Background: an optimization exercise with open tools, aiming at small area, a short achievable clock period and few clock cycles per item. Do not read the settings as production practice. In this exercise RTL edits were held to simulation tests only and were not proved equivalent to the original.

[design/flow/design.v]
`default_nettype none
package aesPkg;
  typedef logic [127:0] aesBlock_t;  
  typedef logic [7:0]   aesByte_t;
  typedef logic [31:0]  aesWord_t;
  localparam int NumRounds = 10;
  function automatic aesByte_t xtime(input aesByte_t a);
    xtime = {a[6:0], 1'b0} ^ (a[7] ? 8'h1b : 8'h00);
  endfunction
  function automatic aesByte_t rconOf(input logic [3:0] r);
    case (r)
      4'd1:    rconOf = 8'h01;
      4'd2:    rconOf = 8'h02;
      4'd3:    rconOf = 8'h04;
      4'd4:    rconOf = 8'h08;
      4'd5:    rconOf = 8'h10;
      4'd6:    rconOf = 8'h20;
      4'd7:    rconOf = 8'h40;
      4'd8:    rconOf = 8'h80;
      4'd9:    rconOf = 8'h1b;
      4'd10:   rconOf = 8'h36;
      default: rconOf = 8'h00;
    endcase
  endfunction
endpackage
`default_nettype wire
`timescale 1ns/1ps
`default_nettype none
module roundCounter (
  input  wire        CLK,
  input  wire        EN,
  input  wire        start,
  input  wire        busy,
  output logic [3:0] roundCnt,
  output logic       lastRound
);
  assign lastRound = (roundCnt == 4'(aesPkg::NumRounds));
  always_ff @(posedge CLK) begin
    if (EN) begin
      if (start) begin
        roundCnt <= 4'd1;
      end else if (busy) begin
        roundCnt <= roundCnt + 4'd1;
      end
    end
  end
endmodule
`default_nettype wire
`timescale 1ns/1ps
`default_nettype none
module aesControl (
  input  wire  CLK,
  input  wire  RSTn,
  input  wire  EN,
  input  wire  Drdy,
  input  wire  Krdy,
  input  wire  lastRound,
  output logic keyLoad,
  output logic start,
  output logic Dvld,
  output logic Kvld,
  output logic BSY
);
  assign keyLoad = !BSY && Krdy;           
  assign start   = !BSY && !Krdy && Drdy;
  always_ff @(posedge CLK) begin
    if (!RSTn) begin
      BSY  <= 1'b0;
      Dvld <= 1'b0;
      Kvld <= 1'b0;
    end else if (EN) begin
      if (BSY) begin
        if (lastRound) begin
          BSY  <= 1'b0;
          Dvld <= 1'b1;  
        end
      end else begin
        Dvld <= 1'b0;  
        if (Krdy) begin
          Kvld <= 1'b1;
        end else if (Drdy) begin
          BSY  <= 1'b1;
          Kvld <= 1'b0;
        end
      end
    end
  end
endmodule
`default_nettype wire
`timescale 1ns/1ps
`default_nettype none
module sboxUnit (
  input  wire  [7:0] in,
  output logic [7:0] out
);
  logic u0, u1, u2, u3, u4, u5, u6, u7;
  logic t1, t2, t3, t4, t5, t6, t7, t8, t9, t10, t11, t12, t13, t14, t15, t16;
  logic t17, t18, t19, t20, t21, t22, t23, t24, t25, t26, t27;
  logic m1, m2, m3, m4, m5, m6, m7, m8, m9, m10, m11, m12, m13, m14, m15, m16;
  logic m17, m18, m19, m20, m21, m22, m23, m24, m25, m26, m27, m28, m29, m30;
  logic m31, m32, m33, m34, m35, m36, m37, m38, m39, m40, m41, m42, m43, m44, m45;
  logic m46, m47, m48, m49, m50, m51, m52, m53, m54, m55, m56, m57, m58, m59;
  logic m60, m61, m62, m63;
  logic l0, l1, l2, l3, l4, l5, l6, l7, l8, l9, l10, l11, l12, l13, l14, l15;
  logic l16, l17, l18, l19, l20, l21, l22, l23, l24, l25, l26, l27, l28, l29;
  assign {u0, u1, u2, u3, u4, u5, u6, u7} = in;  
  assign t1  = u0 ^ u3;
  assign t2  = u0 ^ u5;
  assign t3  = u0 ^ u6;
  assign t4  = u3 ^ u5;
  assign t5  = u4 ^ u6;
  assign t6  = t1 ^ t5;
  assign t7  = u1 ^ u2;
  assign t8  = u7 ^ t6;
  assign t9  = u7 ^ t7;
  assign t10 = t6 ^ t7;
  assign t11 = u1 ^ u5;
  assign t12 = u2 ^ u5;
  assign t13 = t3 ^ t4;
  assign t14 = t6 ^ t11;
  assign t15 = t5 ^ t11;
  assign t16 = t5 ^ t12;
  assign t17 = t9 ^ t16;
  assign t18 = u3 ^ u7;
  assign t19 = t7 ^ t18;
  assign t20 = t1 ^ t19;
  assign t21 = u6 ^ u7;
  assign t22 = t7 ^ t21;
  assign t23 = t2 ^ t22;
  assign t24 = t2 ^ t10;
  assign t25 = t20 ^ t17;
  assign t26 = t3 ^ t16;
  assign t27 = t1 ^ t12;
  assign m1  = t13 & t6;
  assign m2  = t23 & t8;
  assign m3  = t14 ^ m1;
  assign m4  = t19 & u7;
  assign m5  = m4 ^ m1;
  assign m6  = t3 & t16;
  assign m7  = t22 & t9;
  assign m8  = t26 ^ m6;
  assign m9  = t20 & t17;
  assign m10 = m9 ^ m6;
  assign m11 = t1 & t15;
  assign m12 = t4 & t27;
  assign m13 = m12 ^ m11;
  assign m14 = t2 & t10;
  assign m15 = m14 ^ m11;
  assign m16 = m3 ^ m2;
  assign m17 = m5 ^ t24;
  assign m18 = m8 ^ m7;
  assign m19 = m10 ^ m15;
  assign m20 = m16 ^ m13;
  assign m21 = m17 ^ m15;
  assign m22 = m18 ^ m13;
  assign m23 = m19 ^ t25;
  assign m24 = m22 ^ m23;
  assign m25 = m22 & m20;
  assign m26 = m21 ^ m25;
  assign m27 = m20 ^ m21;
  assign m28 = m23 ^ m25;
  assign m29 = m28 & m27;
  assign m30 = m26 & m24;
  assign m31 = m20 & m23;
  assign m32 = m27 & m31;
  assign m33 = m27 ^ m25;
  assign m34 = m21 & m22;
  assign m35 = m24 & m34;
  assign m36 = m24 ^ m25;
  assign m37 = m21 ^ m29;
  assign m38 = m32 ^ m33;
  assign m39 = m23 ^ m30;
  assign m40 = m35 ^ m36;
  assign m41 = m38 ^ m40;
  assign m42 = m37 ^ m39;
  assign m43 = m37 ^ m38;
  assign m44 = m39 ^ m40;
  assign m45 = m42 ^ m41;
  assign m46 = m44 & t6;
  assign m47 = m40 & t8;
  assign m48 = m39 & u7;
  assign m49 = m43 & t16;
  assign m50 = m38 & t9;
  assign m51 = m37 & t17;
  assign m52 = m42 & t15;
  assign m53 = m45 & t27;
  assign m54 = m41 & t10;
  assign m55 = m44 & t13;
  assign m56 = m40 & t23;
  assign m57 = m39 & t19;
  assign m58 = m43 & t3;
  assign m59 = m38 & t22;
  assign m60 = m37 & t20;
  assign m61 = m42 & t1;
  assign m62 = m45 & t4;
  assign m63 = m41 & t2;
  assign l0  = m61 ^ m62;
  assign l1  = m50 ^ m56;
  assign l2  = m46 ^ m48;
  assign l3  = m47 ^ m55;
  assign l4  = m54 ^ m58;
  assign l5  = m49 ^ m61;
  assign l6  = m62 ^ l5;
  assign l7  = m46 ^ l3;
  assign l8  = m51 ^ m59;
  assign l9  = m52 ^ m53;
  assign l10 = m53 ^ l4;
  assign l11 = m60 ^ l2;
  assign l12 = m48 ^ m51;
  assign l13 = m50 ^ l0;
  assign l14 = m52 ^ m61;
  assign l15 = m55 ^ l1;
  assign l16 = m56 ^ l0;
  assign l17 = m57 ^ l1;
  assign l18 = m58 ^ l8;
  assign l19 = m63 ^ l4;
  assign l20 = l0 ^ l1;
  assign l21 = l1 ^ l7;
  assign l22 = l3 ^ l12;
  assign l23 = l18 ^ l2;
  assign l24 = l15 ^ l9;
  assign l25 = l6 ^ l10;
  assign l26 = l7 ^ l9;
  assign l27 = l8 ^ l10;
  assign l28 = l11 ^ l14;
  assign l29 = l11 ^ l17;
  assign out = {l6 ^ l24, ~(l16 ^ l26), ~(l19 ^ l28), l6 ^ l21,
                l20 ^ l22, l25 ^ l29, ~(l13 ^ l27), ~(l6 ^ l23)};
endmodule
`default_nettype wire
`timescale 1ns/1ps
`default_nettype none
module stateArray (
  input  wire                    CLK,
  input  wire                    EN,
  input  wire                    start,
  input  wire                    busy,
  input  wire                    lastRound,
  input  wire aesPkg::aesBlock_t Din,
  input  wire aesPkg::aesBlock_t cipherKey,
  input  wire aesPkg::aesBlock_t roundKey,
  output aesPkg::aesBlock_t      Dout
);
  aesPkg::aesBlock_t stateQ;
  aesPkg::aesBlock_t subbed;
  aesPkg::aesBlock_t shifted;
  aesPkg::aesBlock_t mixed;
  aesPkg::aesBlock_t roundOut;
  function automatic aesPkg::aesWord_t mixColumn(input aesPkg::aesWord_t col);
    aesPkg::aesByte_t a [4];
    aesPkg::aesByte_t tot;
    aesPkg::aesWord_t res;
    for (int i = 0; i < 4; i++) begin
      a[i] = col[31-8*i -: 8];
    end
    tot = a[0] ^ a[1] ^ a[2] ^ a[3];
    for (int i = 0; i < 4; i++) begin
      res[31-8*i -: 8] = a[i] ^ tot ^ aesPkg::xtime(a[i] ^ a[(i+1)%4]);  
    end
    mixColumn = res;
  endfunction
  assign Dout = stateQ;
  for (genvar i = 0; i < 16; i++) begin : g_sbox
    sboxUnit i_sbox (.in(stateQ[127-8*i -: 8]), .out(subbed[127-8*i -: 8]));
  end
  always_comb begin
    for (int c = 0; c < 4; c++) begin
      for (int r = 0; r < 4; r++) begin
        shifted[127-8*(4*c+r) -: 8] = subbed[127-8*(4*((c+r)%4)+r) -: 8];
      end
    end
  end
  always_comb begin
    for (int c = 0; c < 4; c++) begin
      mixed[127-32*c -: 32] = mixColumn(shifted[127-32*c -: 32]);
    end
  end
  assign roundOut = (lastRound ? shifted : mixed) ^ roundKey;
  always_ff @(posedge CLK) begin
    if (EN) begin
      if (busy) begin
        stateQ <= roundOut;
      end else if (start) begin
        stateQ <= Din ^ cipherKey;  
      end
    end
  end
endmodule
`default_nettype wire
`timescale 1ns/1ps
`default_nettype none
module keyArray (
  input  wire                    CLK,
  input  wire                    EN,
  input  wire                    keyLoad,
  input  wire                    busy,
  input  wire  [3:0]             roundCnt,
  input  wire aesPkg::aesBlock_t Kin,
  output aesPkg::aesBlock_t      cipherKey,
  output aesPkg::aesBlock_t      roundKey      
);
  aesPkg::aesBlock_t workKey;   
  aesPkg::aesWord_t  w [4];
  aesPkg::aesWord_t  subRot;
  aesPkg::aesWord_t  nw [4];
  always_comb begin
    for (int c = 0; c < 4; c++) begin
      w[c] = workKey[127-32*c -: 32];
    end
  end
  sboxUnit i_ks0 (.in(w[3][23:16]), .out(subRot[31:24]));
  sboxUnit i_ks1 (.in(w[3][15:8]),  .out(subRot[23:16]));
  sboxUnit i_ks2 (.in(w[3][7:0]),   .out(subRot[15:8]));
  sboxUnit i_ks3 (.in(w[3][31:24]), .out(subRot[7:0]));
  always_comb begin
    aesPkg::aesWord_t t;
    t     = subRot ^ {aesPkg::rconOf(roundCnt), 24'h0};
    nw[0] = w[0] ^ t;
    nw[1] = (w[0] ^ w[1]) ^ t;
    nw[2] = (w[0] ^ w[1] ^ w[2]) ^ t;
    nw[3] = (w[0] ^ w[1] ^ w[2] ^ w[3]) ^ t;
  end
  assign roundKey = {nw[0], nw[1], nw[2], nw[3]};
  always_ff @(posedge CLK) begin
    if (EN && keyLoad) begin
      cipherKey <= Kin;
    end
  end
  always_ff @(posedge CLK) begin
    if (!busy) begin
      workKey <= cipherKey;
    end else if (EN) begin
      workKey <= roundKey;
    end
  end
endmodule
`default_nettype wire
`timescale 1ns/1ps
`default_nettype none
module aesCore (
  input  wire                CLK,
  input  wire                RSTn,
  input  wire                EN,
  input  wire                Drdy,
  input  wire                Krdy,
  input  wire aesPkg::aesBlock_t Din,
  input  wire aesPkg::aesBlock_t Kin,
  output aesPkg::aesBlock_t  Dout,
  output logic               Dvld,
  output logic               Kvld,
  output logic               BSY
);
  logic              keyLoad;
  logic              start;
  logic              lastRound;
  logic [3:0]        roundCnt;
  aesPkg::aesBlock_t cipherKey;
  aesPkg::aesBlock_t roundKey;
  aesControl i_aesControl (
    .CLK(CLK), .RSTn(RSTn), .EN(EN), .Drdy(Drdy), .Krdy(Krdy),
    .lastRound(lastRound), .keyLoad(keyLoad), .start(start),
    .Dvld(Dvld), .Kvld(Kvld), .BSY(BSY)
  );
  roundCounter i_roundCounter (
    .CLK(CLK), .EN(EN), .start(start), .busy(BSY),
    .roundCnt(roundCnt), .lastRound(lastRound)
  );
  keyArray i_keyArray (
    .CLK(CLK), .EN(EN), .keyLoad(keyLoad), .busy(BSY), .roundCnt(roundCnt),
    .Kin(Kin), .cipherKey(cipherKey), .roundKey(roundKey)
  );
  stateArray i_stateArray (
    .CLK(CLK), .EN(EN), .start(start), .busy(BSY), .lastRound(lastRound),
    .Din(Din), .cipherKey(cipherKey), .roundKey(roundKey), .Dout(Dout)
  );
endmodule
`default_nettype wire
[design/flow/run.sh]
#!/bin/bash
# synth_recipe.tcl (not shown) runs the flow's synth.tcl, then flattens the netlist and writes it again
# the make line also repeats each setting of config.mk as NAME=value (left out here)
make -C /OpenROAD-flow-scripts/flow DESIGN_CONFIG=/design/flow/config.mk WORK_HOME=/design/flow/orfs CLKGATE_MAP_FILE= SYNTH_SCRIPT=/design/flow/synth_recipe.tcl finish
[design/flow/config.mk]
export PLATFORM = sky130hd
export DESIGN_NAME = aesCore
export DESIGN_NICKNAME = aesCore
export VERILOG_FILES = /design/flow/design.v
export SDC_FILE = /design/flow/constraint.sdc
export NUM_CORES = 4
export LEC_CHECK = 0
export CAP_MARGIN = 20
export CORE_MARGIN = 2
export CORE_UTILIZATION = 30
export SLEW_MARGIN = 20
[design/flow/constraint.sdc]
create_clock -name core_clock -period 7.0 [get_ports {CLK}]
set_input_delay 1.4000 -clock core_clock [delete_from_list [all_inputs] [get_ports {CLK}]]
set_output_delay 1.4000 -clock core_clock [all_outputs]
set_load 0.01 [all_outputs]
==> results of run 1 <==
==> through the flow <==
stage,utilization [%],cell area [um2],cells,TNS (ns)
4_1_cts,36.5,74900,10552,0
6_report,36.7,75200,10579,0
3_5_place_dp,35.6,73000,10451,-0.572
5_1_grt,36.7,75200,10577,-0.0285
3_3_place_gp,35.6,73000,10451,-0.583
2_1_floorplan,-,62000,7081,0
==> critical path: cells and delay by family (launching register included) <==
kind                     cells  cell delay, ns
XOR/XNOR                    11            3.86
adder cells (fa/ha/maj)      1            0.29
AO/OA/AOI/OAI                4            1.31
buffers and inverters        3            0.55
flip-flops                   1            0.40
AND/OR/NAND/NOR              1            0.09
==> cell type report <==
cell class / instances / area, um2
repair buffers: 1168 / 9960
clock inverters: 34 / 317
fillers: 20738 / 130000
clock buffers: 67 / 1480
well taps: 2688 / 3360
multi-input cells: 6146 / 47900
flip-flops and latches: 399 / 11900
inverters: 61 / 234
diodes: 16 / 40.0
==> cell usage in the layout (no fill, tap or decap), types with 34 or more instances in the layout <==
master	count
xnor2_1	1205
clkbuf_16	57
clkdlybuf4s50_1	391
o21ai_1	61
a211oi_1	74
mux2_2	77
xnor3_1	152
nor4_1	39
xor2_2	49
o221ai_1	35
o211ai_1	65
inv_1	60
or3_1	39
nand3_1	166
nor2b_1	36
and2_1	48
mux2i_1	93
xor2_1	608
ha_1	45
a22oi_1	54
buf_4	760
o32ai_1	37
a21oi_1	520
edfxtp_1	388
o21ai_0	370
a31oi_1	71
nand2_1	587
nor3_1	142
o22ai_1	131
xor3_1	34
xnor2_2	144
nor2_1	584
==> path summary, 6_finish.rpt <==
path | start | endpoint | slack, ns | depth (start not counted)
setup / recovery | i_stateArray.stateQ[81] | i_stateArray.stateQ[127] | 0.16 | 20
hold / removal | i_aesControl.Dvld | i_aesControl.Dvld | 0.54 | 2
setup reg to reg | i_stateArray.stateQ[81] | i_stateArray.stateQ[127] | 0.16 | 20
hold reg to reg | i_aesControl.Dvld | i_aesControl.Dvld | 0.54 | 2
==> cells by family after synthesis <==
| logic type | Yosys count |
|---|---|
| XOR/XNOR | 2256 |
| AND/OR/NAND/NOR | 1823 |
| AO/OA/AOI/OAI | 1819 |
| buffers and inverters | 536 |
| flip-flops | 399 |
| multiplexers | 172 |
| adder cells (fa/ha/maj) | 76 |
==> registers in the layout, summed over array words and instances, names as in the netlist, named ones only <==
name / count
i_keyArray.workKey: 128
i_stateArray.stateQ: 128
i_aesControl.Kvld: 1
i_aesControl.Dvld: 1
i_keyArray.cipherKey: 128
i_aesControl.BSY: 1
i_roundCounter.roundCnt: 4
==> routing by layer <==
layer | vias up | global-route usage (%) | share of wire (%)
met4 | 8 | 15.5 | 7.2
met3 | 497 | 3.49 | 7.5
li1 | 26770 | - | -
met5 | - | 0 | 0.042
met2 | 2791 | 38.7 | 44
met1 | 28691 | 32.5 | 41
==> what timing repair did <==
action                                  CTS  global route
gates resized for setup                   5            28
setup buffers                             0            11
hold buffers                              0             0
pin swaps                                 0             3
endpoints found under the setup margin    4            40
==> results_dict.tcl, run 1 <==
set metrics [dict create \
    setup_violations 0 \
    hold_slack_ns 0.541 \
    synthMuxAreaShare_pct 2.97 \
    crit_path_max_fanout 14 \
    antenna_found_initial 22 \
    port_buffers 391 \
    synth-simple-area-share_pct 13.4 \
    insertion_delay_ns 0.71 \
    synthTopCellsByCount "xnor2_1, xor2_1, nand2_1" \
    ys_warn_count 12 \
    max_slew_margin_pct 25.0 \
    synth_edf_count 388 \
    finalHoldViolations 0 \
    crit_slowest_cell "xnor3_1" \
    synthArstFlopShare_pct 0 \
    grt-ovfl-total 0 \
    core_area_um2 205000 \
    ant_nets 0 \
    cap_violations 0 \
    outcome "no timing/DRC/antenna violations" \
    die_area_um2 210000 \
    synth_area_leaders "edfxtp_1, xnor2_1, xor2_1" \
    synth_top_area_cell "edfxtp_1" \
    ys_ff_latch 399 \
    yosysMostFrequentCell "xnor2_1" \
    postSynthAreaPerCell_um2 8.76 \
    dpl.hpwl_mm 219 \
    grt_start_max_net_pins 129 \
    drc 0 \
    hold_path_class "flip-flop to flip-flop" \
    cts_sinks 399 \
    cpMostUsedCell "xnor2_1" \
    cts_tree "done" \
    place_ws_ns -0.497 \
    synth_fa_ha_area_share_pct 1.41 \
    layout.nets 8138 \
    synth_top_family_by_area "XOR/XNOR gates" \
    wl_per_cell_um 25.8 \
    synthCells 7081 \
    drt-total-wl_mm 273 \
    dr.pass1.iters 8 \
    critPathMaxStageDelay_ns 0.68 \
    worst_pin_slew_ns 1.12 \
    synth_compound_area_share_pct 19.1 \
    synth_flop_cell "edfxtp_1" \
    initial_core_util_pct 30.3 \
    min_period_ns 6.84 \
    ctsHtreeMaxLevel 2 \
    clkTransAtPathRegs_ns 0.06 \
    end_kind "flip-flop" \
    viasPerCell 5.55 \
    crit_path_cell_trace "xor3_2 -> xnor2_1 -> xnor2_1 -> inv_1 -> ha_1 -> xnor3_1 -> xor3_1 -> buf_4 -> nand3_1 -> a21oi_1 -> a2111oi_4 -> buf_4 -> xor2_1 -> xnor3_1 -> xnor2_1 -> xnor2_1 -> xnor2_1 -> a21oi_1 -> xor2_1 -> a21oi_1" \
    gp_congestion 1.02 \
    drive_above_1_share_pct 16.7 \
    drtIter0Drc 6587 \
    worst_slack_ns 0.163 \
    synth_xor_area_share_pct 39.9 \
    die_w_um 459 \
    start_kind "flip-flop" \
    clock-root-buffer "clkbuf_16" \
    grt_pass1_wl_mm 392 \
    vias 58757 \
    fin_skew_ns 0.0453 \
    finalCritPeriodShare_pct 97.7 \
    synth_area_um2 62000 \
    drv_slew 0 \
    crit_type "flip-flop to flip-flop" \
    track_usage_pct 24.9 \
    grt_pass1_vias 55748 \
    seq_area_frac_synth_pct 19.1 \
    die_y_um 459 \
    rows 166 \
    syn_to_final_growth_pct 21.3 \
    yosys.area.top_type_share_pct 18.8 \
    critPathArrivalTime_ns 7.20 \
    crit_required_ns 7.36 \
    ctsLongestPathBuffers 3 \
    io_pins 392 \
    synth_fp_nets 7388 \
    cts_buffers 55 \
    max_freq_mhz 146 \
    ys_types 123 \
]
Testbench counts, summed over its fixed seeds: cycles 4,272, blocks 384.
==> inputs of run 2 (changes only) <==
--- a/design/flow/design.v
+++ b/design/flow/design.v
@@ -9,17 +9,9 @@
   endfunction
   function automatic aesByte_t rconOf(input logic [3:0] r);
-    case (r)
-      4'd1:    rconOf = 8'h01;
-      4'd2:    rconOf = 8'h02;
-      4'd3:    rconOf = 8'h04;
-      4'd4:    rconOf = 8'h08;
-      4'd5:    rconOf = 8'h10;
-      4'd6:    rconOf = 8'h20;
-      4'd7:    rconOf = 8'h40;
-      4'd8:    rconOf = 8'h80;
-      4'd9:    rconOf = 8'h1b;
-      4'd10:   rconOf = 8'h36;
-      default: rconOf = 8'h00;
-    endcase
+    if (r[3] && (r[1] || r[0])) begin
+      rconOf = r[1] ? 8'h36 : 8'h1b;
+    end else begin
+      rconOf = 8'h01 << (r[2:0] - 3'd1);
+    end
   endfunction
 endpackage
@@ -238,14 +230,15 @@
   input  wire                    lastRound,
   input  wire aesPkg::aesBlock_t Din,
-  input  wire aesPkg::aesBlock_t cipherKey,
-  input  wire aesPkg::aesBlock_t roundKey,
+  input  wire aesPkg::aesBlock_t workKey,    
+  input  wire aesPkg::aesBlock_t roundKey,   
   output aesPkg::aesBlock_t      Dout
 );
-  aesPkg::aesBlock_t stateQ;
+  aesPkg::aesBlock_t stateQ;     
+  aesPkg::aesBlock_t keyed;
   aesPkg::aesBlock_t subbed;
   aesPkg::aesBlock_t shifted;
   aesPkg::aesBlock_t mixed;
   aesPkg::aesBlock_t roundOut;
-  function automatic aesPkg::aesWord_t mixColumn(input aesPkg::aesWord_t col);
+  function automatic aesPkg::aesWord_t mixDelta(input aesPkg::aesWord_t col);
     aesPkg::aesByte_t a [4];
     aesPkg::aesByte_t tot;
@@ -256,11 +249,12 @@
     tot = a[0] ^ a[1] ^ a[2] ^ a[3];
     for (int i = 0; i < 4; i++) begin
-      res[31-8*i -: 8] = a[i] ^ tot ^ aesPkg::xtime(a[i] ^ a[(i+1)%4]);  
+      res[31-8*i -: 8] = tot ^ aesPkg::xtime(a[i] ^ a[(i+1)%4]);  
     end
-    mixColumn = res;
+    mixDelta = res;
   endfunction
   assign Dout = stateQ;
+  assign keyed = stateQ ^ workKey;  
   for (genvar i = 0; i < 16; i++) begin : g_sbox
-    sboxUnit i_sbox (.in(stateQ[127-8*i -: 8]), .out(subbed[127-8*i -: 8]));
+    sboxUnit i_sbox (.in(keyed[127-8*i -: 8]), .out(subbed[127-8*i -: 8]));
   end
   always_comb begin
@@ -273,8 +267,8 @@
   always_comb begin
     for (int c = 0; c < 4; c++) begin
-      mixed[127-32*c -: 32] = mixColumn(shifted[127-32*c -: 32]);
+      mixed[127-32*c -: 32] = mixDelta(shifted[127-32*c -: 32]);
     end
   end
-  assign roundOut = (lastRound ? shifted : mixed) ^ roundKey;
+  assign roundOut = shifted ^ (lastRound ? roundKey : mixed);
   always_ff @(posedge CLK) begin
     if (EN) begin
@@ -282,5 +276,5 @@
         stateQ <= roundOut;
       end else if (start) begin
-        stateQ <= Din ^ cipherKey;  
+        stateQ <= Din;
       end
     end
@@ -297,8 +291,8 @@
   input  wire  [3:0]             roundCnt,
   input  wire aesPkg::aesBlock_t Kin,
-  output aesPkg::aesBlock_t      cipherKey,
+  output aesPkg::aesBlock_t      workKey,      
   output aesPkg::aesBlock_t      roundKey      
 );
-  aesPkg::aesBlock_t workKey;   
+  aesPkg::aesBlock_t cipherKey;
   aesPkg::aesWord_t  w [4];
   aesPkg::aesWord_t  subRot;
@@ -355,5 +349,5 @@
   logic              lastRound;
   logic [3:0]        roundCnt;
-  aesPkg::aesBlock_t cipherKey;
+  aesPkg::aesBlock_t workKey;
   aesPkg::aesBlock_t roundKey;
   aesControl i_aesControl (
@@ -368,9 +362,9 @@
   keyArray i_keyArray (
     .CLK(CLK), .EN(EN), .keyLoad(keyLoad), .busy(BSY), .roundCnt(roundCnt),
-    .Kin(Kin), .cipherKey(cipherKey), .roundKey(roundKey)
+    .Kin(Kin), .workKey(workKey), .roundKey(roundKey)
   );
   stateArray i_stateArray (
     .CLK(CLK), .EN(EN), .start(start), .busy(BSY), .lastRound(lastRound),
-    .Din(Din), .cipherKey(cipherKey), .roundKey(roundKey), .Dout(Dout)
+    .Din(Din), .workKey(workKey), .roundKey(roundKey), .Dout(Dout)
   );
 endmodule
==> design/flow/flow/run.sh (new file) <==
#!/bin/bash
# The standard layout, with synthesis mapped by flow/abc_map.script instead of ORFS's ABC script.
set -euo pipefail
W=$(pwd)
export MY_ABC_SCRIPT="$W/flow/abc_map.script"
bash standard.sh SYNTH_SCRIPT="$W/flow/synth.tcl" synth > "$W/synth.log" 2>&1
bash standard.sh SYNTH_SCRIPT="$W/flow/synth.tcl" finish > "$W/layout.log" 2>&1
test -s "$W/out/final.def"
==> design/flow/flow/abc_map.script (new file) <==
strash
&get -n
&st
&dch
&nf -p -R 10
&put
topo
stime -c
==> design/flow/flow/synth.tcl (new file) <==
# synth_recipe.tcl with one change: the ABC mapping script is flow/abc_map.script
proc synth {args} { yosys synth -nofsm -noshare {*}$args }
proc abc {args} {
  set i [lsearch -exact $args -script]
  if { $i >= 0 } { lset args [expr {$i + 1}] $::env(MY_ABC_SCRIPT) }
  yosys abc {*}$args
}
source $::env(SCRIPTS_DIR)/synth.tcl
# left out here: clear keep_hierarchy, flatten, clean up, hide names made inside functions, write 1_2_yosys.v
==> design/flow/standard.sh (new file) <==
#!/bin/bash
# synth_recipe.tcl (not shown) runs the flow's synth.tcl, then flattens the netlist and writes it again
# the make line also repeats each setting of config.mk as NAME=value (left out here)
make -C /OpenROAD-flow-scripts/flow DESIGN_CONFIG=/design/flow/config.mk WORK_HOME=/design/flow/orfs CLKGATE_MAP_FILE= SYNTH_SCRIPT=/design/flow/synth_recipe.tcl "${@:-finish}"
removed: design/flow/run.sh
==> run 2 against run 1 <==
Against the previous run:
- largest cell class unchanged
- sequential cell count down 8
- design area down 28%
- routed wire length down 40%
- setup slack better by 0.13 ns
- final cell count down 33%
- sequential share of layout area up 5.7 points
- fmax up 1.9%
==> results_dict.tcl, run 2 <==
set metrics [dict create \
    outcome "no timing/DRC/antenna violations" \
    fillers 13761 \
    critPathArrivalTime_ns 7.11 \
    io_pins 392 \
    ys_warn_count 12 \
    clock-root-buffer "clkbuf_16" \
    die_y_um 376 \
    die_w_um 376 \
    wl_per_cell_um 23.4 \
    crit_slowest_cell "xor3_1" \
    multi_input_area_um2 30700 \
    cts_sinks 391 \
    crit_required_ns 7.40 \
    clkTransAtPathRegs_ns 0.07 \
    finalHoldViolations 0 \
    gp_congestion 0.982 \
    vias 34017 \
    core_area_um2 137000 \
    min_period_ns 6.71 \
    setup_violations 0 \
    hold_path_class "flip-flop to flip-flop" \
    ys_types 45 \
    yosys.area.top_type_share_pct 29.6 \
    dpl.hpwl_mm 136 \
    drtIter0Drc 3124 \
    synth_edf_count 388 \
    crit_path_cell_trace "xnor2_1 -> buf_4 -> xor3_1 -> xnor2_2 -> xor2_1 -> nor2_1 -> xnor3_1 -> a211oi_1 -> a21oi_1 -> xnor2_1 -> xor2_1 -> nand2b_1 -> xnor2_2 -> xnor3_1 -> xor2_1 -> xor2_2 -> buf_4 -> xnor2_1 -> a21oi_1 -> xnor2_1 -> a21oi_1" \
    die_area_um2 142000 \
    insertion_delay_ns 0.69 \
    track_usage_pct 22.6 \
    ctsHtreeMaxLevel 2 \
    worst_pin_slew_ns 1.02 \
    synth_top_area_cell "xnor2_1" \
    rsz0062_at_grt "yes" \
    drt-total-wl_mm 165 \
    synth_flop_cell "edfxtp_1" \
    synthArstFlopShare_pct 0 \
    ys_ff_latch 391 \
    cpMostUsedCell "xnor2_1" \
    viasPerCell 4.82 \
    grt-ovfl-total 0 \
    port_buffers 391 \
    start_kind "flip-flop" \
    most-common-layout-cells "xnor2_1, xor2_1, nor2_1" \
    synth_fp_nets 4553 \
    cts_buffers 53 \
    antenna_found_initial 6 \
    synth_area_leaders "xnor2_1, edfxtp_1, xor2_1" \
    synthTopCellsByCount "xnor2_1, xor2_1, nor2_1" \
    cap_violations 0 \
    crit_type "flip-flop to flip-flop" \
    cts_tree "done" \
    yosysMostFrequentCell "xnor2_1" \
    max_freq_mhz 149 \
    finalCritPeriodShare_pct 95.8 \
    drive_above_1_share_pct 14.0 \
    synthCells 4246 \
    crit_path_max_fanout 6 \
    hold_slack_ns 0.484 \
    grt_pass1_vias 33988 \
    seq_area_frac_synth_pct 28.2 \
    initial_core_util_pct 30.2 \
    drv_slew 0 \
    biggestRegsByFlops "i_keyArray.cipherKey x128, i_keyArray.workKey x128, i_stateArray.stateQ x128" \
    synth_area_um2 41600 \
    cts_hold_buffers 0 \
    layout.nets 5528 \
    grt_start_max_net_pins 180 \
    ctsLongestPathBuffers 3 \
    postSynthAreaPerCell_um2 9.79 \
    fin_skew_ns 0.0392 \
    end_kind "flip-flop" \
    tns_ns 0 \
    rows 136 \
    grt_pass1_wl_mm 234 \
    syn_to_final_growth_pct 31.0 \
    final_common_cell "xnor2_1" \
    dr.pass1.iters 5 \
    seq_area_um2 11700 \
    max_slew_margin_pct 32.0 \
    ant_nets 0 \
    drc 0 \
    critPathMaxStageDelay_ns 0.58 \
]
-- run 2: cell types whose count changed after synthesis, sizes merged, moves of 124 or more --
cell / delta
a21oi: -184
buf: -277
clkbuf: -198
nand2: -343
nand3: -160
nor3: -147
o21ai: -336
o22ai: -124
-- run 2: routing by layer --
metal,GRT usage (%),wire (um),vias up
met2,37.1,76600,1106
li1,-,-,16091
met4,7.28,5890,0
met3,2.83,10600,192
met5,0,0,-
met1,30.6,72100,16628
-- run 2: area by class of cell --
class,count,share of cell area (%)
inverters,12,0.0827
multi-input cells,3843,56.4
clock buffers,61,2.49
clock inverters,38,0.777
repair buffers,920,14.6
well taps,1794,4.12
diodes,1,0.00459
flip-flops and latches,391,21.5
-- run 2: worst max-delay path: cells and delay by family (launching register included) --
kind,cells,cell delay (ns)
xor+xnor,13,4.44
compound gates,4,0.77
flops,1,0.46
buf+inv,2,0.41
simple gates,2,0.35
-- run 2: per-stage QoR --
stage,setup WS [ns],instances,instance area (um2),util [%]
floorplan,-0.424,4246,41600,-
global placement,-0.435,6959,51800,37.7
detailed placement,-0.460,6959,51800,37.7
CTS,0.0380,7058,53700,39.0
global route,-0.0365,7059,54500,39.6
finish,0.292,7060,54500,39.6
-- run 2: repair_timing --
| item | 4_1_cts | 5_1_grt |
|---|---|---|
| setup endpoints to repair | 29 | 96 |
| pin swaps | 0 | 1 |
| buffers inserted | 0 | 1 |
| gates resized for setup | 13 | 109 |
-- run 2: path summary, 6_finish.rpt --
| check | from | endpoint | slack, ns | depth (start not counted) |
|---|---|---|---|---|
| setup / recovery | i_stateArray.stateQ[69] | i_stateArray.stateQ[50] | 0.29 | 21 |
| hold / removal | i_aesControl.Dvld | i_aesControl.Dvld | 0.48 | 2 |
| setup reg to reg | i_stateArray.stateQ[69] | i_stateArray.stateQ[50] | 0.29 | 21 |
| hold reg to reg | i_aesControl.Dvld | i_aesControl.Dvld | 0.48 | 2 |
-- run 2: cells by family (layout without fill, tap and decap cells) --
family | Yosys count | count (layout) | synth area share (%)
and+or+nand+nor | 993 | 993 | 10.2
muxes | 53 | 53 | 1.42
xor gates and xnor gates | 2220 | 2220 | 51.7
DFF | 391 | 391 | 28.2
AOI/OAI and AO/OA | 531 | 531 | 7.00
other | 0 | 1 | 0
adders and majority gates | 46 | 46 | 1.38
buffers and inverters | 12 | 1031 | 0.108
Testbench counts of run 2, summed over its fixed seeds: cycles 4,272, blocks 384.
==> inputs of run 3 (changes only) <==
--- a/design/flow/config.mk
+++ b/design/flow/config.mk
@@ -8,4 +8,5 @@
 export CAP_MARGIN = 20
 export CORE_MARGIN = 2
-export CORE_UTILIZATION = 30
+export CORE_UTILIZATION = 50
+export PLACE_DENSITY = 0.7
 export SLEW_MARGIN = 20
==> run 3 against run 2 <==
Against the previous run:
- register-to-register slack better by 0.06 ns
- sequential cell count did not move
- core utilization is 24 points higher
- via count fell by 1.2%
- clock-buffer cell count decreased by 4
- global-route usage is 10 points higher
- routed wire length decreased by 13%
- design area is 4.0% lower
- sequential share of layout area up 0.90 points
- area after synthesis stayed put
- fmax increased by 0.88%
- synthesized cell count stayed put
==> results_dict.tcl, run 3 <==
set metrics [dict create \
    outcome "no timing/DRC/antenna violations" \
    ctsLongestPathBuffers 3 \
    insertion_delay_ns 0.62 \
    cts_tree "done" \
    hold_path_class "flip-flop to flip-flop" \
    die_area_um2 85500 \
    ys_types 45 \
    critPathArrivalTime_ns 6.95 \
    layout.nets 5428 \
    drc 0 \
    gp_congestion 1.02 \
    synth_flop_cell "edfxtp_1" \
    yosysMostFrequentCell "xnor2_1" \
    synth_fp_nets 4553 \
    start_kind "flip-flop" \
    synthCells 4246 \
    yosys.area.top_type_share_pct 29.6 \
    drt-total-wl_mm 144 \
    clkTransAtPathRegs_ns 0.07 \
    crit_type "flip-flop to flip-flop" \
    ys_warn_count 12 \
    die_y_um 292 \
    biggestRegsByFlops "i_keyArray.cipherKey x128, i_keyArray.workKey x128, i_stateArray.stateQ x128" \
    ant_nets 0 \
    viasPerCell 5.40 \
    dpl.hpwl_mm 116 \
    grt_pass1_wl_mm 211 \
    most-common-layout-cells "xnor2_1, xor2_1, nor2_1" \
    cap_violations 0 \
    drive_above_1_share_pct 11.3 \
    synthArstFlopShare_pct 0 \
    track_usage_pct 32.9 \
    drtIter0Drc 3190 \
    min_period_ns 6.65 \
    place_inst 6141 \
    grt_pass1_vias 33301 \
    grt-ovfl-total 0 \
    finalHoldViolations 0 \
    tns_ns 0 \
    dr.pass1.iters 6 \
    crit_required_ns 7.31 \
    seq_area_frac_synth_pct 28.2 \
    cts_buffers 48 \
    crit_path_max_fanout 8 \
    ctsHtreeMaxLevel 2 \
    antenna_found_initial 2 \
    post_cts_buffers 0 \
    synth_area_um2 41600 \
    fin_util_pct 63.6 \
    drv_slew 0 \
    max_freq_mhz 150 \
    initial_core_util_pct 50.5 \
    wl_per_cell_um 23.1 \
    synth_top_area_cell "xnor2_1" \
    finalNonFillerCells 6229 \
    ys_ff_latch 391 \
    vias 33612 \
    synthTopCellsByCount "xnor2_1, xor2_1, nor2_1" \
    cts_sinks 391 \
    core_area_um2 82200 \
    syn_to_final_growth_pct 25.8 \
    die_w_um 292 \
    finalCritPeriodShare_pct 95.0 \
    rows 105 \
    max_slew_margin_pct 33.5 \
    grt_start_max_net_pins 130 \
    io_pins 392 \
    postSynthAreaPerCell_um2 9.79 \
    synth_edf_count 388 \
    final_common_cell "xnor2_1" \
    setup_violations 0 \
    end_kind "flip-flop" \
    port_buffers 391 \
    r2r_slack_ns 0.35 \
    synth_area_leaders "xnor2_1, edfxtp_1, xor2_1" \
    fin_skew_ns 0.0263 \
    worst_pin_slew_ns 0.997 \
    clock-root-buffer "clkbuf_16" \
]
## run 3: cell counts after synthesis
No cell type changed its count.
## run 3: cells by family after synthesis
kind of cell	Yosys count	share of synthesized area [%]
adders and majority gates	46	1.38
AOI/OAI and AO/OA	531	7.00
buffers and inverters	12	0.108
xor gates and xnor gates	2220	51.7
and+or+nand+nor	993	10.2
DFF	391	28.2
muxes	53	1.42
## run 3: timing repair
action                     4_1_cts  5_1_grt
setup endpoints to repair        0       91
hold buffers                     0        0
hold endpoints to repair         0        0
gates resized for setup          0       74
## run 3: area by class of cell
class,count,area (um2)
clock buffers,57,1230
flip-flops and latches,391,11700
clock inverters,30,310
inverters,12,45.0
fillers,6923,30000
well taps,1070,1340
repair buffers,825,7250
diodes,1,2.50
multi-input cells,3843,30400
## run 3: worst paths after layout
kind / cells after the start / start / to
max: 24 / i_keyArray.workKey[23] / i_stateArray.stateQ[47]
min reg2reg: 2 / i_aesControl.Dvld / i_aesControl.Dvld
min: 2 / i_aesControl.Dvld / i_aesControl.Dvld
max reg2reg: 24 / i_keyArray.workKey[23] / i_stateArray.stateQ[47]
## run 3: worst max-delay path, cell delays in order, from the launching register on
cell and delay [ns]:
edfxtp_1 0.58, xnor2_1 0.29, xnor2_1 0.50, xor2_1 0.27, xnor2_1 0.20, ha_1 0.28
xnor3_1 0.37, xor2_1 0.17, buf_4 0.19, a21oi_1 0.15, xor2_1 0.26, nor2b_1 0.28
xor2_1 0.44, xnor2_1 0.14, xnor2_1 0.16, xnor2_1 0.48, xor2_1 0.31, xor2_1 0.25
xor2_1 0.22, buf_4 0.15, nor2_1 0.04, a21oi_1 0.18, xnor2_1 0.14, buf_4 0.18
a21oi_1 0.08
## run 3: per-stage QoR
stage               hold slack [ns]  area [um2]  setup WS, ns
floorplan                     0.502       41600        -0.424
global placement              0.481       50200         0.166
detailed placement            0.501       50200         0.152
CTS                           0.520       51700         0.102
global route                  0.540       52300       -0.0355
finish                        0.515       52300         0.350
## run 3: routing by layer
metal / vias up / part of all wire, % / global-route usage [%] / wire length (um)
li1: 15863 / - / - / -
met1: 16148 / 42 / 44.3 / 60400
met2: 1346 / 46 / 52.7 / 65400
met3: 253 / 7.1 / 4.01 / 10300
met4: 2 / 5.2 / 15.3 / 7510
met5: - / 0.012 / 0 / 17
==> inputs of run 4 (changes only) <==
==> design/flow/flow/run.sh (replaced) <==
#!/bin/bash
# The standard layout, with synthesis mapped by flow/abc_map.script instead of ORFS's ABC script,
# and the port buffers made of sky130_fd_sc_hd__buf_1 cells.
set -euo pipefail
W=$(pwd)
export MY_ABC_SCRIPT="$W/flow/abc_map.script"
bash standard.sh SYNTH_SCRIPT="$W/flow/synth.tcl" synth > "$W/synth.log" 2>&1
bash standard.sh SYNTH_SCRIPT="$W/flow/synth.tcl" "BUFFER_PORTS_ARGS=-buffer_cell sky130_fd_sc_hd__buf_1" finish > "$W/layout.log" 2>&1
test -s "$W/out/final.def"
--- a/design/flow/config.mk
+++ b/design/flow/config.mk
@@ -9,4 +9,5 @@
 export CORE_MARGIN = 2
 export CORE_UTILIZATION = 50
+export GPL_TIMING_DRIVEN = 0
 export PLACE_DENSITY = 0.7
 export SLEW_MARGIN = 20
==> run 4 against run 3 <==
Against the previous run:
- setup slack got worse by 0.21 ns
- first-iteration DRC count increased by 1.3%
- area after synthesis unchanged
- worst hold slack about the same
- synthesized cell count unchanged
- fmax decreased by 3.0%
- core utilization decreased by 2.5 points
- design area decreased by 3.9%
- register-to-register slack got worse by 0.21 ns
- die area unchanged
- via count decreased by 3.9%
==> results_dict.tcl, run 4 <==
set metrics [dict create \
    fin_skew_ns 0.0190 \
    place_ws_ns -1.20 \
    max_slew_margin_pct 24.9 \
    clock-root-buffer "clkbuf_16" \
    ctsHtreeMaxLevel 2 \
    r2r_start "i_keyArray.workKey[31]" \
    port_buffers 391 \
    insertion_delay_ns 0.61 \
    io_pins 392 \
    grt_pass1_wl_mm 193 \
    synth_fp_nets 4553 \
    cts_sinks 391 \
    track_usage_pct 30.0 \
    clkTransAtPathRegs_ns 0.06 \
    rows 105 \
    initial_core_util_pct 50.5 \
    seq_area_frac_synth_pct 28.2 \
    antenna_found_initial 1 \
    viasPerCell 5.51 \
    biggestRegsByFlops "i_keyArray.cipherKey x128, i_keyArray.workKey x128, i_stateArray.stateQ x128" \
    crit_type "flip-flop to flip-flop" \
    synthArstFlopShare_pct 0 \
    crit_required_ns 7.34 \
    die_area_um2 85500 \
    syn_to_final_growth_pct 20.9 \
    num_antenna_cells 0 \
    start_kind "flip-flop" \
    final_common_cell "xnor2_1" \
    drv_slew 0 \
    gp_congestion 0.983 \
    synthTopCellsByCount "xnor2_1, xor2_1, nor2_1" \
    drt-total-wl_mm 134 \
    drc 0 \
    ant_nets 0 \
    hold_slack_ns 0.515 \
    synth_top_area_cell "xnor2_1" \
    hold_path_class "flip-flop to flip-flop" \
    synth_flop_cell "edfxtp_1" \
    cpMostUsedCell "xnor2_1" \
    fin_area_um2 50200 \
    r2r_end "i_stateArray.stateQ[17]" \
    dpl.hpwl_mm 107 \
    drtIter0Drc 3233 \
    postSynthAreaPerCell_um2 9.79 \
    crit_slowest_cell "edfxtp_1" \
    setup_violations 0 \
    die_y_um 292 \
    place_area_um2 45000 \
    ys_types 45 \
    crit_path_max_fanout 6 \
    layout.nets 5059 \
    most-common-layout-cells "xnor2_1, xor2_1, nor2_1" \
    worst_pin_slew_ns 1.12 \
    critPathMaxStageDelay_ns 0.60 \
    yosys.area.top_type_share_pct 29.6 \
    min_period_ns 6.85 \
    ys_ff_latch 391 \
    ctsLongestPathBuffers 3 \
    fillers 6801 \
    reg2regPathDepth 21 \
    worstHoldEndpoint "i_aesControl.Dvld" \
    cts_hold_buffers 0 \
    min-delay-start "i_aesControl.Dvld" \
    outcome "no timing/DRC/antenna violations" \
    ys_warn_count 12 \
    crit_path_cell_trace "xor2_1 -> xor2_2 -> xnor2_2 -> xnor2_1 -> ha_1 -> xnor3_1 -> xor2_1 -> a21bo_1 -> o21ba_1 -> xnor2_1 -> xnor2_1 -> nor2_1 -> xnor2_1 -> xnor3_1 -> xnor2_1 -> xnor2_2 -> xnor2_1 -> nor2_1 -> a21oi_1 -> xnor2_1 -> a21oi_1" \
    rsz0062_at_grt "yes" \
    critPathArrivalTime_ns 7.19 \
    die_w_um 292 \
    grt_start_max_net_pins 82 \
    max_freq_mhz 146 \
    drive_above_1_share_pct 11.2 \
    r2r_slack_ns 0.15 \
    finalHoldViolations 0 \
    synth_edf_count 388 \
    synth_area_um2 41600 \
    synth_area_leaders "xnor2_1, edfxtp_1, xor2_1" \
    grt_pass1_vias 31100 \
    vias 32298 \
    finalCritPeriodShare_pct 97.9 \
    dr.pass1.iters 5 \
    cap_violations 0 \
    yosysMostFrequentCell "xnor2_1" \
    cts_buffers 48 \
    cts_tree "done" \
    end_kind "flip-flop" \
    core_area_um2 82200 \
    wl_per_cell_um 22.9 \
    synthCells 4246 \
    hold_path_depth 2 \
    grt-ovfl-total 0 \
    worst_slack_ns 0.145 \
]
-- run 4: logic make-up (layout without fill, tap and decap cells) --
logic type      after synthesis  count (layout)  share of synthesized area [%]
fa+ha+maj                    46              46                           1.38
mux                          53              53                           1.42
xor+xnor                   2220            2220                           51.7
flops                       391             391                           28.2
buf+inv                      12             554                          0.108
compound gates              531             531                           7.00
simple gates                993             993                           10.2
-- run 4: area by class of cell --
type / instances / area (um2) / area share (%)
multi-input combinational: 3843 / 33100 / 65.9
sequential: 391 / 11700 / 23.3
timing repair buffer: 456 / 2400 / 4.77
clock inverter: 35 / 402 / 0.799
clock buffer: 51 / 1210 / 2.41
tap: 1070 / 1340 / 2.66
inverter: 12 / 45.0 / 0.0896
-- run 4: critical path, delay by kind of cell (launching register included) --
kind                     cells  cell delay, ns
AO/OA/AOI/OAI                4            0.68
XOR/XNOR                    14            4.63
adder cells (fa/ha/maj)      1            0.28
flip-flops                   1            0.60
AND/OR/NAND/NOR              2            0.37
-- run 4: metrics by stage --
stage / setup TNS (ns) / cells / utilization, %
finish: 0 / 5858 / 61.1
global route: -0.989 / 5858 / 61.1
CTS: -0.528 / 5828 / 58.1
detailed placement: -54.40 / 5730 / 54.7
global placement: -1380.29 / 5707 / 54.0
floorplan: -54.28 / 4246 / -
-- run 4: how the worst max path moves through the flow --
| stage | startpoint | slack (ns) | cells past startpoint | to |
|---|---|---|---|---|
| 4_1_cts | i_stateArray.stateQ[47] | -0.15 | 20 | i_stateArray.stateQ[103] |
| 6_report | i_keyArray.workKey[31] | 0.15 | 21 | i_stateArray.stateQ[17] |
| 5_1_grt | i_keyArray.workKey[41] | -0.15 | 21 | i_stateArray.stateQ[98] |
| 3_3_place_gp | i_aesControl.BSY | -5.45 | 1 | i_keyArray.workKey[108] |
| 3_5_place_dp | i_keyArray.workKey[9] | -1.20 | 21 | i_stateArray.stateQ[23] |
| 2_1_floorplan | i_aesControl.BSY | -0.42 | 1 | i_keyArray.workKey[0] |
-- run 4: metal layers --
layer,up-vias,global-route usage [%],share of wire [%]
met1,15571,39.6,40
met2,1344,48.4,46
met3,278,4.08,7.4
li1,15103,-,-
met4,2,15.2,6.0
met5,-,0,0.0067
-- run 4: repair_timing --
item / in CTS / in global routing
setup buffers: 12 / 30
gates cloned: 0 / 0
setup endpoints to repair: 135 / 129
pin swaps: 5 / 14
resized for setup: 152 / 285
==> inputs of run 5 (changes only) <==
--- a/design/flow/config.mk
+++ b/design/flow/config.mk
@@ -9,5 +9,4 @@
 export CORE_MARGIN = 2
 export CORE_UTILIZATION = 50
-export GPL_TIMING_DRIVEN = 0
 export PLACE_DENSITY = 0.7
 export SLEW_MARGIN = 20
==> run 5 against run 4 <==
Against the previous run:
- still clean on timing, DRC and antenna
- clock-buffer cell count shrank 1
- die area is the same
- final cell count grew 6.1%
- via count grew 3.8%
- sequential cell count is the same
- clock skew grew 0.013 ns
- design area shrank 0.67%
- sequential share of layout area grew 0.16 points
- synthesized cell count is the same
- critical path type unchanged
- critical endpoint is now i_stateArray.stateQ[11]
- largest cell class unchanged
- highest routed layer is now met4
==> results_dict.tcl, run 5 <==
set metrics [dict create \
    clock-root-buffer "clkbuf_16" \
    use_met1_pct 42.3 \
    ys_ff_latch 391 \
    finalCritPeriodShare_pct 96.6 \
    cts_sinks 391 \
    viasPerCell 5.40 \
    vias 33541 \
    num_antenna_cells 0 \
    grt-ovfl-total 0 \
    max_freq_mhz 148 \
    use_met2_pct 52.5 \
    crit_path_max_fanout 6 \
    drt-total-wl_mm 141 \
    ys_warn_count 12 \
    fin_skew_ns 0.0318 \
    fin_area_um2 49900 \
    cts_buffers 48 \
    min_period_ns 6.77 \
    start_kind "flip-flop" \
    crit_path_cell_trace "xnor2_1 -> xor3_1 -> xnor2_1 -> ha_1 -> xor2_1 -> xnor2_1 -> xnor2_1 -> a211oi_1 -> a21oi_1 -> xor2_1 -> xnor2_1 -> nor2b_1 -> xnor2_1 -> xnor3_1 -> xor2_1 -> xnor2_2 -> xnor2_1 -> nor2_1 -> a21oi_1 -> xnor2_1 -> buf_4 -> a21oi_1" \
    place_ws_ns 0.0156 \
    die_area_um2 85500 \
    synth_fp_nets 4553 \
    wl_per_cell_um 22.6 \
    cap_violations 0 \
    die_y_um 292 \
    crit_required_ns 7.33 \
    dr.pass1.iters 6 \
    place_area_um2 47600 \
    top_usage_layer "met2" \
    ant_nets 0 \
    ctsHtreeMaxLevel 2 \
    setup_violations 0 \
    insertion_delay_ns 0.64 \
    postSynthAreaPerCell_um2 9.79 \
    end_kind "flip-flop" \
    outcome "no timing/DRC/antenna violations" \
    max_slew_margin_pct 27.6 \
    cts_tree "done" \
    gp_congestion 0.998 \
    synthTopCellsByCount "xnor2_1, xor2_1, nor2_1" \
    yosys.area.top_type_share_pct 29.6 \
    core_area_um2 82200 \
    antenna_found_initial 1 \
    grt_pass1_wl_mm 206 \
    die_w_um 292 \
    hold_path_class "flip-flop to flip-flop" \
    port_buffers 391 \
    synth_area_um2 41600 \
    crit_slowest_cell "xor3_1" \
    yosysMostFrequentCell "xnor2_1" \
    synth_top_area_cell "xnor2_1" \
    clkTransAtPathRegs_ns 0.07 \
    worst_slack_ns 0.235 \
    most-common-layout-cells "xnor2_1, xor2_1, nor2_1" \
    fillers 7160 \
    finalHoldViolations 0 \
    biggestRegsByFlops "i_keyArray.cipherKey x128, i_keyArray.workKey x128, i_stateArray.stateQ x128" \
    ys_types 45 \
    seq_area_frac_synth_pct 28.2 \
    drtIter0Drc 3156 \
    critPathArrivalTime_ns 7.09 \
    layout.nets 5411 \
    cpMostUsedCell "xnor2_1" \
    grt_pass1_vias 32796 \
    critPathMaxStageDelay_ns 0.64 \
    drive_above_1_share_pct 11.4 \
    ctsLongestPathBuffers 3 \
    drv_slew 0 \
    crit_type "flip-flop to flip-flop" \
    synthArstFlopShare_pct 0 \
    tns_ns 0 \
    rows 105 \
    synthCells 4246 \
    initial_core_util_pct 50.5 \
    critical_path.n_buffers_inverters 1 \
    synth_edf_count 388 \
    drc 0 \
    synth_area_leaders "xnor2_1, edfxtp_1, xor2_1" \
    final_common_cell "xnor2_1" \
    grt_start_max_net_pins 190 \
    track_usage_pct 32.0 \
    syn_to_final_growth_pct 20.1 \
    worst_pin_slew_ns 1.09 \
    grt_use_met3_pct 3.78 \
    io_pins 392 \
    dpl.hpwl_mm 115 \
    crit_family "XOR/XNOR gates" \
    synth_flop_cell "edfxtp_1" \
]
## run 5: cell type report
type	count	area [um2]	share of cell area, %
multi-input cells	3843	30400	60.9
flip-flops and latches	391	11700	23.5
repair buffers	808	4650	9.31
well taps	1070	1340	2.68
clock buffers	50	1230	2.46
clock inverters	39	518	1.04
inverters	12	45.0	0.0903
## run 5: cell families (layout without fill, tap and decap cells)
family                   Yosys count  in the layout  synth area share, %
multiplexers                      53             53                 1.42
AO/OA/AOI/OAI                    531            531                 7.00
flip-flops                       391            391                 28.2
XOR/XNOR                        2220           2220                 51.7
adder cells (fa/ha/maj)           46             46                 1.38
AND/OR/NAND/NOR                  993            993                 10.2
buffers and inverters             12            909                0.108
## run 5: worst min-delay path, delay by kind of cell (launching register included)
family             cells  cell delay, ns
DFF                    1            0.33
AOI/OAI and AO/OA      1            0.05
and+or+nand+nor        1            0.09
## run 5: layer usage
layer	vias to the layer above	wire length, um	part of all wire [%]
li1	15846	-	-
met1	16086	57600	41
met2	1330	65000	46
met3	279	10100	7.2
met4	0	7850	5.6
met5	-	0	0
## run 5: final timing paths
check / from / end / slack (ns) / cells after the start
setup / recovery: i_keyArray.workKey[77] / i_stateArray.stateQ[11] / 0.23 / 22
hold / removal: i_aesControl.Dvld / i_aesControl.Dvld / 0.50 / 2
setup reg to reg: i_keyArray.workKey[77] / i_stateArray.stateQ[11] / 0.23 / 22
hold reg to reg: i_aesControl.Dvld / i_aesControl.Dvld / 0.50 / 2
## run 5: metrics by stage
step	std cells	hold WS [ns]	utilization (%)
6_report	6213	0.497	60.7
5_1_grt	6213	0.554	60.7
4_1_cts	6211	0.501	60.0
3_5_place_dp	6122	0.487	57.8
3_3_place_gp	6122	0.468	57.8
2_1_floorplan	4246	0.502	-
## run 5: timing repair
| item | 4_1_cts | 5_1_grt |
|---|---|---|
| endpoints found under the hold margin | 0 | 0 |
| setup buffers | 0 | 2 |
| endpoints found under the setup margin | 4 | 77 |
| pin swaps | 0 | 2 |
| gates resized for setup | 3 | 75 |
| hold buffers | 0 | 0 |
==> inputs of run 6 (changes only) <==
--- a/design/flow/design.v
+++ b/design/flow/design.v
@@ -230,10 +230,9 @@
   input  wire                    lastRound,
   input  wire aesPkg::aesBlock_t Din,
-  input  wire aesPkg::aesBlock_t workKey,    
-  input  wire aesPkg::aesBlock_t roundKey,   
+  input  wire aesPkg::aesBlock_t cipherKey,
+  input  wire aesPkg::aesBlock_t roundKey,
   output aesPkg::aesBlock_t      Dout
 );
-  aesPkg::aesBlock_t stateQ;     
-  aesPkg::aesBlock_t keyed;
+  aesPkg::aesBlock_t stateQ;
   aesPkg::aesBlock_t subbed;
   aesPkg::aesBlock_t shifted;
@@ -254,7 +253,6 @@
   endfunction
   assign Dout = stateQ;
-  assign keyed = stateQ ^ workKey;  
   for (genvar i = 0; i < 16; i++) begin : g_sbox
-    sboxUnit i_sbox (.in(keyed[127-8*i -: 8]), .out(subbed[127-8*i -: 8]));
+    sboxUnit i_sbox (.in(stateQ[127-8*i -: 8]), .out(subbed[127-8*i -: 8]));
   end
   always_comb begin
@@ -270,5 +268,5 @@
     end
   end
-  assign roundOut = shifted ^ (lastRound ? roundKey : mixed);
+  assign roundOut = shifted ^ roundKey ^ (lastRound ? 128'h0 : mixed);
   always_ff @(posedge CLK) begin
     if (EN) begin
@@ -276,5 +274,5 @@
         stateQ <= roundOut;
       end else if (start) begin
-        stateQ <= Din;
+        stateQ <= Din ^ cipherKey;  
       end
     end
@@ -291,8 +289,8 @@
   input  wire  [3:0]             roundCnt,
   input  wire aesPkg::aesBlock_t Kin,
-  output aesPkg::aesBlock_t      workKey,      
+  output aesPkg::aesBlock_t      cipherKey,
   output aesPkg::aesBlock_t      roundKey      
 );
-  aesPkg::aesBlock_t cipherKey;
+  aesPkg::aesBlock_t workKey;   
   aesPkg::aesWord_t  w [4];
   aesPkg::aesWord_t  subRot;
@@ -349,5 +347,5 @@
   logic              lastRound;
   logic [3:0]        roundCnt;
-  aesPkg::aesBlock_t workKey;
+  aesPkg::aesBlock_t cipherKey;
   aesPkg::aesBlock_t roundKey;
   aesControl i_aesControl (
@@ -362,9 +360,9 @@
   keyArray i_keyArray (
     .CLK(CLK), .EN(EN), .keyLoad(keyLoad), .busy(BSY), .roundCnt(roundCnt),
-    .Kin(Kin), .workKey(workKey), .roundKey(roundKey)
+    .Kin(Kin), .cipherKey(cipherKey), .roundKey(roundKey)
   );
   stateArray i_stateArray (
     .CLK(CLK), .EN(EN), .start(start), .busy(BSY), .lastRound(lastRound),
-    .Din(Din), .workKey(workKey), .roundKey(roundKey), .Dout(Dout)
+    .Din(Din), .cipherKey(cipherKey), .roundKey(roundKey), .Dout(Dout)
   );
 endmodule
==> run 6 against run 5 <==
Against the previous run:
- core utilization shrank 2.8 points
- clock skew shrank 0.0068 ns
- non-clock buffer count shrank 217
- highest routed layer unchanged
- critical path depth shrank 3
- setup slack gained 0.11 ns
==> results_dict.tcl, run 6 <==
set metrics [dict create \
    max_freq_mhz 150 \
    place_ws_ns -0.176 \
    vias 33108 \
    gp_congestion 1.01 \
    die_y_um 294 \
    clkTransAtPathRegs_ns 0.07 \
    end_kind "flip-flop" \
    syn_to_final_growth_pct 14.9 \
    die_w_um 294 \
    final_common_cell "xnor2_1" \
    yosys.area.top_type_share_pct 28.6 \
    postSynthAreaPerCell_um2 9.82 \
    post_cts_buffers 0 \
    grt_pass1_vias 32207 \
    insertion_delay_ns 0.63 \
    critPathArrivalTime_ns 7.06 \
    ctsHtreeMaxLevel 2 \
    rows 106 \
    top_usage_layer "met2" \
    start_kind "flip-flop" \
    min_period_ns 6.66 \
    drtIter0Drc 2957 \
    biggestRegsByFlops "i_keyArray.cipherKey x128, i_keyArray.workKey x128, i_stateArray.stateQ x128" \
    synthArstFlopShare_pct 0 \
    crit_path_max_fanout 6 \
    outcome "no timing/DRC/antenna violations" \
    synth_area_um2 42000 \
    place_area_um2 46400 \
    seq_area_frac_synth_pct 27.9 \
    max_slew_margin_pct 32.8 \
    antenna_found_initial 1 \
    track_usage_pct 31.2 \
    initial_core_util_pct 50.4 \
    grt-ovfl-total 0 \
    drv_slew 0 \
    finalHoldViolations 0 \
    yosysMostFrequentCell "xnor2_1" \
    setup_violations 0 \
    clock-root-buffer "clkbuf_16" \
    cts_buffers 51 \
    port_buffers 391 \
    grt_use_met3_pct 4.19 \
    core_area_um2 83400 \
    ys_ff_latch 391 \
    finalCritPeriodShare_pct 95.1 \
    synthTopCellsByCount "xnor2_1, xor2_1, nor2_1" \
    dpl.hpwl_mm 112 \
    drt-total-wl_mm 138 \
    drive_above_1_share_pct 6.28 \
    fin_skew_ns 0.0250 \
    hold_path_class "flip-flop to flip-flop" \
    worst_slack_ns 0.340 \
    crit_type "flip-flop to flip-flop" \
    use_met2_pct 50.4 \
    die_area_um2 86400 \
    crit_required_ns 7.40 \
    wl_per_cell_um 22.9 \
    grt_pass1_wl_mm 202 \
    cap_violations 0 \
    ctsLongestPathBuffers 3 \
    most-common-layout-cells "xnor2_1, xor2_1, nor2_1" \
    worst_pin_slew_ns 1.01 \
    num_antenna_cells 0 \
    synth_edf_count 388 \
    synth_flop_cell "edfxtp_1" \
    drc 0 \
    cts_sinks 391 \
    use_met1_pct 42.8 \
    synth_area_leaders "xnor2_1, edfxtp_1, xor2_1" \
    dr.pass1.iters 5 \
    synth_top_area_cell "xnor2_1" \
    io_pins 392 \
    synthCells 4280 \
    fin_area_um2 48300 \
    layout.nets 5230 \
    ant_nets 0 \
    ys_warn_count 12 \
    synth_fp_nets 4586 \
    viasPerCell 5.48 \
    cts_tree "done" \
    grt_start_max_net_pins 133 \
    ys_types 44 \
]
run 6: final cells by class:
type,instances,area (um2)
multi-input combinational,3879,30500
tap,1080,1350
inverter,10,40.0
timing repair buffer,591,2980
sequential,391,11700
clock buffer,59,1310
fill,7440,35100
clock inverter,36,408
run 6: per-stage QoR:
stage	setup TNS, ns	hold slack (ns)	utilization, %	cells
2_1_floorplan	-1189.23	0.518	-	4280
3_3_place_gp	0	0.466	55.6	5951
3_5_place_dp	-0.210	0.479	55.6	5951
4_1_cts	0	0.493	57.7	6046
5_1_grt	-0.0353	0.529	57.9	6046
6_report	0	0.489	57.9	6046
run 6: path summary, 6_finish.rpt:
| check | startpoint | slack (ns) | cells past startpoint | endpoint |
|---|---|---|---|---|
| worst min register to register | i_aesControl.Dvld | 0.49 | 2 | i_aesControl.Dvld |
| worst min-delay path | i_aesControl.Dvld | 0.49 | 2 | i_aesControl.Dvld |
| worst max register to register | i_stateArray.stateQ[22] | 0.34 | 19 | i_stateArray.stateQ[43] |
| worst max-delay path | i_stateArray.stateQ[22] | 0.34 | 19 | i_stateArray.stateQ[43] |
run 6: worst max-delay path, stage by stage, from the launching register on:
cell	delay, ns
edfxtp_1	0.52
xnor3_1	0.54
xnor2_1	0.31
ha_1	0.29
xnor2_1	0.18
xnor2_1	0.09
xnor2_1	0.35
o21ai_0	0.19
xnor2_1	0.34
xor2_1	0.27
xnor3_1	0.46
nor2_1	0.20
xor2_1	0.32
xnor3_1	0.59
xnor2_1	0.42
xor2_2	0.38
xnor2_1	0.29
o21ai_0	0.24
nand2_1	0.08
o22ai_1	0.37
run 6: what timing repair did:
item | CTS | global route
hold buffers | 0 | 0
resized for setup | 2 | 25
pin swaps | 0 | 0
endpoints found under the setup margin | 2 | 41
run 6: logic make-up (layout without fill, tap and decap cells):
kind of cell	after synthesis	in the layout	share of synthesized area [%]
compound gates	551	551	7.19
xor+xnor	2243	2243	52.4
fa+ha+maj	45	45	1.34
buf+inv	10	696	0.0893
flops	391	391	27.9
mux	28	28	0.738
simple gates	1012	1012	10.4
run 6: metal layers:
layer | up-vias | wire [um]
met5 | - | 0
met4 | 0 | 5400
met3 | 202 | 10900
met2 | 1353 | 63000
met1 | 15939 | 59000
li1 | 15614 | -
Testbench counts of run 6, summed over its fixed seeds: cycles 4,272, blocks 384.

-- port drivers added, routing unchanged --
No port has a modelled driver above. Below, the same layouts with a new extraction and two added sets of constraints. Step 1: set_driving_cell puts a clkbuf_16 on CLK and a buf_2 on each other input, an assumption about the parent block. Step 2 moves the port delays by t, midway between the first and last clock arrival at a register: inputs arrive t later, outputs are due t later. That takes back most of the time a late clock gives input paths. Three values: ideal, step 1, step 2; two values: the first two.
run	t, ns	setup WS [ns]	worst setup path after step 2
run 1	0.776	0.163 / 0.163 / 0.163	register to register
run 2	0.741	0.292 / 0.292 / 0.292	register to register
run 3	0.678	0.350 / 0.350 / 0.350	register to register
run 4	0.673	0.145 / 0.145 / 0.145	register to register
run 5	0.692	0.235 / 0.235 / 0.235	register to register
run 6	0.690	0.340 / 0.340 / 0.340	register to register
After both steps setup and hold are still met in every run listed.
